Background: an optimization exercise with open tools, aiming at small area. Do not read the settings as production practice. Function was checked by simulation only, so behaviour that the tests miss may differ from the original.

==> tundra <==
==> flow/design.v <==
package register_file_pkg;
  localparam int unsigned REG_DATA_WIDTH = 32;
  localparam int unsigned REG_ADDR_WIDTH = 5;
  typedef logic [REG_ADDR_WIDTH-1:0] reg_addr_t;
  typedef logic [REG_DATA_WIDTH-1:0] reg_data_t;
  localparam reg_addr_t REG_ZERO = 5'd0;
endpackage
module register_file_wmux (
  input  logic en,
  input  logic en_n,
  input  logic d,
  input  logic q,
  output logic y
);
  assign y = (en & d) | (en_n & q);
endmodule
module register_file_aoi222 (
  input  logic s0, d0,
  input  logic s1, d1,
  input  logic s2, d2,
  output logic y_n
);
  assign y_n = !((s0 & d0) | (s1 & d1) | (s2 & d2));
endmodule
module register_file_read_bit (
  input  logic [31:1] sel,
  input  logic [31:1] d,
  output logic        y
);
  logic [10:0] t_n;
  for (genvar k = 0; k < 10; k++) begin : g_aoi
    register_file_aoi222 u_aoi (
      .s0 (sel[3*k+1]), .d0 (d[3*k+1]),
      .s1 (sel[3*k+2]), .d1 (d[3*k+2]),
      .s2 (sel[3*k+3]), .d2 (d[3*k+3]),
      .y_n (t_n[k])
    );
  end
  assign t_n[10] = !(sel[31] & d[31]);
  assign y = !(&t_n);
endmodule
module register_file_predecode (
  input  logic [4:0] addr,
  output logic [3:0] hi_n,
  output logic [7:0] lo_n
);
  for (genvar j = 0; j < 4; j++) begin : g_hi
    assign hi_n[j] = (addr[4:3] != 2'(j));
  end
  for (genvar j = 0; j < 8; j++) begin : g_lo
    assign lo_n[j] = (addr[2:0] != 3'(j));
  end
endmodule
module register_file_decode (
  input  logic [3:0]  hi_n,
  input  logic [7:0]  lo_n,
  output logic [31:1] sel
);
  for (genvar i = 1; i < 32; i++) begin : g_sel
    assign sel[i] = !(hi_n[i/8] | lo_n[i%8]);
  end
endmodule
module register_file_read_port
#(
  parameter int unsigned DATA_WIDTH = register_file_pkg::REG_DATA_WIDTH,
  parameter int unsigned ADDR_WIDTH = register_file_pkg::REG_ADDR_WIDTH
) (
  input  logic [(2**ADDR_WIDTH)-1:0][DATA_WIDTH-1:0] regs,
  input  logic [ADDR_WIDTH-1:0]                      addr,
  output logic [DATA_WIDTH-1:0]                      data
);
  localparam int unsigned DEPTH = 2**ADDR_WIDTH;
  logic [3:0]       hi_n;
  logic [7:0]       lo_n;
  logic [DEPTH-1:1] sel;
  register_file_predecode u_pre (.addr (addr), .hi_n (hi_n), .lo_n (lo_n));
  register_file_decode u_dec (.hi_n (hi_n), .lo_n (lo_n), .sel (sel));
  for (genvar b = 0; b < DATA_WIDTH; b++) begin : g_bit
    logic [DEPTH-1:1] col;
    for (genvar i = 1; i < DEPTH; i++) begin : g_col
      assign col[i] = regs[i][b];
    end
    register_file_read_bit u_bit (
      .sel (sel),
      .d   (col),
      .y   (data[b])
    );
  end
endmodule
module register_file
#(
  parameter int unsigned DATA_WIDTH = register_file_pkg::REG_DATA_WIDTH,
  parameter int unsigned ADDR_WIDTH = register_file_pkg::REG_ADDR_WIDTH
) (
  input  logic                  clock,
  input  logic                  reset_n,
  input  logic [ADDR_WIDTH-1:0] address_s1,
  input  logic [ADDR_WIDTH-1:0] address_s2,
  input  logic [ADDR_WIDTH-1:0] address_d,
  input  logic [DATA_WIDTH-1:0] data_dval,
  input  logic                  write_enable,
  output logic [DATA_WIDTH-1:0] data_s1val,
  output logic [DATA_WIDTH-1:0] data_s2val
);
  localparam int unsigned DEPTH = 2**ADDR_WIDTH;
  logic [DEPTH-1:0][DATA_WIDTH-1:0] regs_view;
  logic [DATA_WIDTH-1:0]            wdata;
  assign regs_view[0] = '0;
  assign wdata        = data_dval & {DATA_WIDTH{reset_n}};
  for (genvar g = 1; g < DEPTH; g++) begin : g_reg
    logic [DATA_WIDTH-1:0] q;
    logic [DATA_WIDTH-1:0] d;
    logic                  en;
    logic                  en_n;
    assign en   = !reset_n || (write_enable && (address_d == ADDR_WIDTH'(g)));
    assign en_n = !en;
    for (genvar b = 0; b < DATA_WIDTH; b++) begin : g_bit
      register_file_wmux u_wmux (
        .en   (en),
        .en_n (en_n),
        .d    (wdata[b]),
        .q    (q[b]),
        .y    (d[b])
      );
    end
    always_ff @(posedge clock) begin
      q <= d;
    end
    assign regs_view[g] = q;
  end
  register_file_read_port #(
    .DATA_WIDTH (DATA_WIDTH),
    .ADDR_WIDTH (ADDR_WIDTH)
  ) u_port_s1 (
    .regs (regs_view),
    .addr (address_s1),
    .data (data_s1val)
  );
  register_file_read_port #(
    .DATA_WIDTH (DATA_WIDTH),
    .ADDR_WIDTH (ADDR_WIDTH)
  ) u_port_s2 (
    .regs (regs_view),
    .addr (address_s2),
    .data (data_s2val)
  );
endmodule
==> flow/flow/run.sh <==
#!/bin/bash
# The standard ORFS layout (standard.sh), with these changes:
#  - ports are buffered with plain sky130_fd_sc_hd__buf_1 cells instead of the
#    delay cell buffer_ports picks by default;
#  - CTS does not add dummy loads to balance the tree.
set -euo pipefail
export BUFFER_PORTS_ARGS="-buffer_cell sky130_fd_sc_hd__buf_1"
export CTS_ARGS="-sink_clustering_enable -repair_clock_nets -dont_use_dummy_load -sink_clustering_size 30 -sink_clustering_max_diameter 80"
bash standard.sh > standard.log 2>&1
==> flow/standard.sh <==
#!/bin/bash
# synth_recipe.tcl (not shown) runs the flow's synth.tcl, then flattens the netlist and writes it again
# the make line also repeats each setting of config.mk as NAME=value (left out here)
make -C /OpenROAD-flow-scripts/flow DESIGN_CONFIG=/design/flow/config.mk WORK_HOME=/design/flow/orfs CLKGATE_MAP_FILE= SYNTH_SCRIPT=/design/flow/synth_recipe.tcl "${@:-finish}"
==> flow/config.mk <==
export PLATFORM = sky130hd
export DESIGN_NAME = register_file
export DESIGN_NICKNAME = register_file
export VERILOG_FILES = /design/flow/design.v
export SDC_FILE = /design/flow/constraint.sdc
export NUM_CORES = 4
export LEC_CHECK = 0
export CAP_MARGIN = 20
export CORE_MARGIN = 2
export CORE_UTILIZATION = 58
export CTS_CLUSTER_DIAMETER = 80
export CTS_CLUSTER_SIZE = 30
export SETUP_SLACK_MARGIN = 0.05
export SLEW_MARGIN = 20
export SYNTH_HIERARCHICAL = 1
==> flow/constraint.sdc <==
create_clock -name core_clock -period 6.0 [get_ports {clock}]
set_input_delay 1.2000 -clock core_clock [delete_from_list [all_inputs] [get_ports {clock}]]
set_output_delay 1.2000 -clock core_clock [all_outputs]
set_load 0.01 [all_outputs]
==> inputs of cedar, as changes to tundra <==
--- a/flow/design.v
+++ b/flow/design.v
@@ -72,16 +72,17 @@
   localparam int unsigned DEPTH = 2**ADDR_WIDTH;
   logic [3:0]       hi_n;
   logic [7:0]       lo_n;
-  logic [DEPTH-1:1] sel;
+  logic [DEPTH-1:1] sel_lo, sel_hi;
   register_file_predecode u_pre (.addr (addr), .hi_n (hi_n), .lo_n (lo_n));
-  register_file_decode u_dec (.hi_n (hi_n), .lo_n (lo_n), .sel (sel));
+  register_file_decode u_dec_lo (.hi_n (hi_n), .lo_n (lo_n), .sel (sel_lo));
+  register_file_decode u_dec_hi (.hi_n (hi_n), .lo_n (lo_n), .sel (sel_hi));
   for (genvar b = 0; b < DATA_WIDTH; b++) begin : g_bit
     logic [DEPTH-1:1] col;
     for (genvar i = 1; i < DEPTH; i++) begin : g_col
       assign col[i] = regs[i][b];
     end
     register_file_read_bit u_bit (
-      .sel (sel),
+      .sel (b < DATA_WIDTH/2 ? sel_lo : sel_hi),
       .d   (col),
       .y   (data[b])
     );
==> flow/flow/run.sh (replaced) <==
#!/bin/bash
# The standard ORFS layout (standard.sh), with these changes:
#  - ports are buffered with plain sky130_fd_sc_hd__buf_1 cells instead of the
#    delay cell buffer_ports picks by default;
#  - CTS does not add dummy loads to balance the tree;
#  - after global-route timing repair, non-critical cells are downsized
#    (ORFS's RECOVER_POWER step).
set -euo pipefail
export BUFFER_PORTS_ARGS="-buffer_cell sky130_fd_sc_hd__buf_1"
export CTS_ARGS="-sink_clustering_enable -repair_clock_nets -dont_use_dummy_load -sink_clustering_size 30 -sink_clustering_max_diameter 80"
export RECOVER_POWER=100
bash standard.sh > standard.log 2>&1
CORE_UTILIZATION = 50   (was 58)
==> flow_summary.yaml <==
synth:
  syn_avg_cell_area_um2: 12.1
  synthesis.nets: 3214
floorplan:
  rows: 101
global_route:
  grt_pass1_vias: 36000
final_layout:
  final_cell_mix: "a22o_1, dfxtp_1, a222oi_1"
status:
  outcome: "complete, but fails checks"
  so_faults: "capacitance limit, slew limit"
sta:
  slew_violations: 372
  min_period_ns: 5.67
critical_path:
  r2r_end: "g_reg[29].q[14]$_DFF_P_"
job:
  drv_cap: 14
That was cedar.
==> flow_summary.yaml <==
synth:
  syn_avg_cell_area_um2: 12.3
  synthesis.nets: 3146
job:
  drv_cap: 0
sta:
  slew_violations: 0
  min_period_ns: 5.35
floorplan:
  rows: 93
status:
  outcome: "finished clean"
That was tundra.

==> separate check: timing with driven ports <==
The results above use ideal ports. As a check the final layouts listed here were re-extracted and re-timed, cells and wires unchanged.
Step 1 (the two cells are an assumption about what drives the block):
set clk [get_ports {clock}]
set_driving_cell -lib_cell sky130_fd_sc_hd__clkbuf_16 $clk
set_driving_cell -lib_cell sky130_fd_sc_hd__buf_2 [delete_from_list [all_inputs] $clk]
Step 2, shift: input delay + t, output delay - t, t = (earliest + latest rising clock arrival at the registers) / 2. This alone moves slack from input paths to output paths.
Slacks: ideal ports / drivers / drivers and shift; pairs: ideal ports / drivers.
| run | t (ns) | setup WS [ns] | latest minus earliest clock arrival (ns) |
|---|---|---|---|
| tundra | 0.712 | 0.652 / 0.602 / 0.602 | 0.068 / 0.068 |
| cedar | 0.709 | 0.327 / 0.229 / -0.241 | 0.077 / 0.076 |
The setup slack of cedar, which loses most, moves by -0.098 ns with the drivers and by -0.568 ns with both steps.
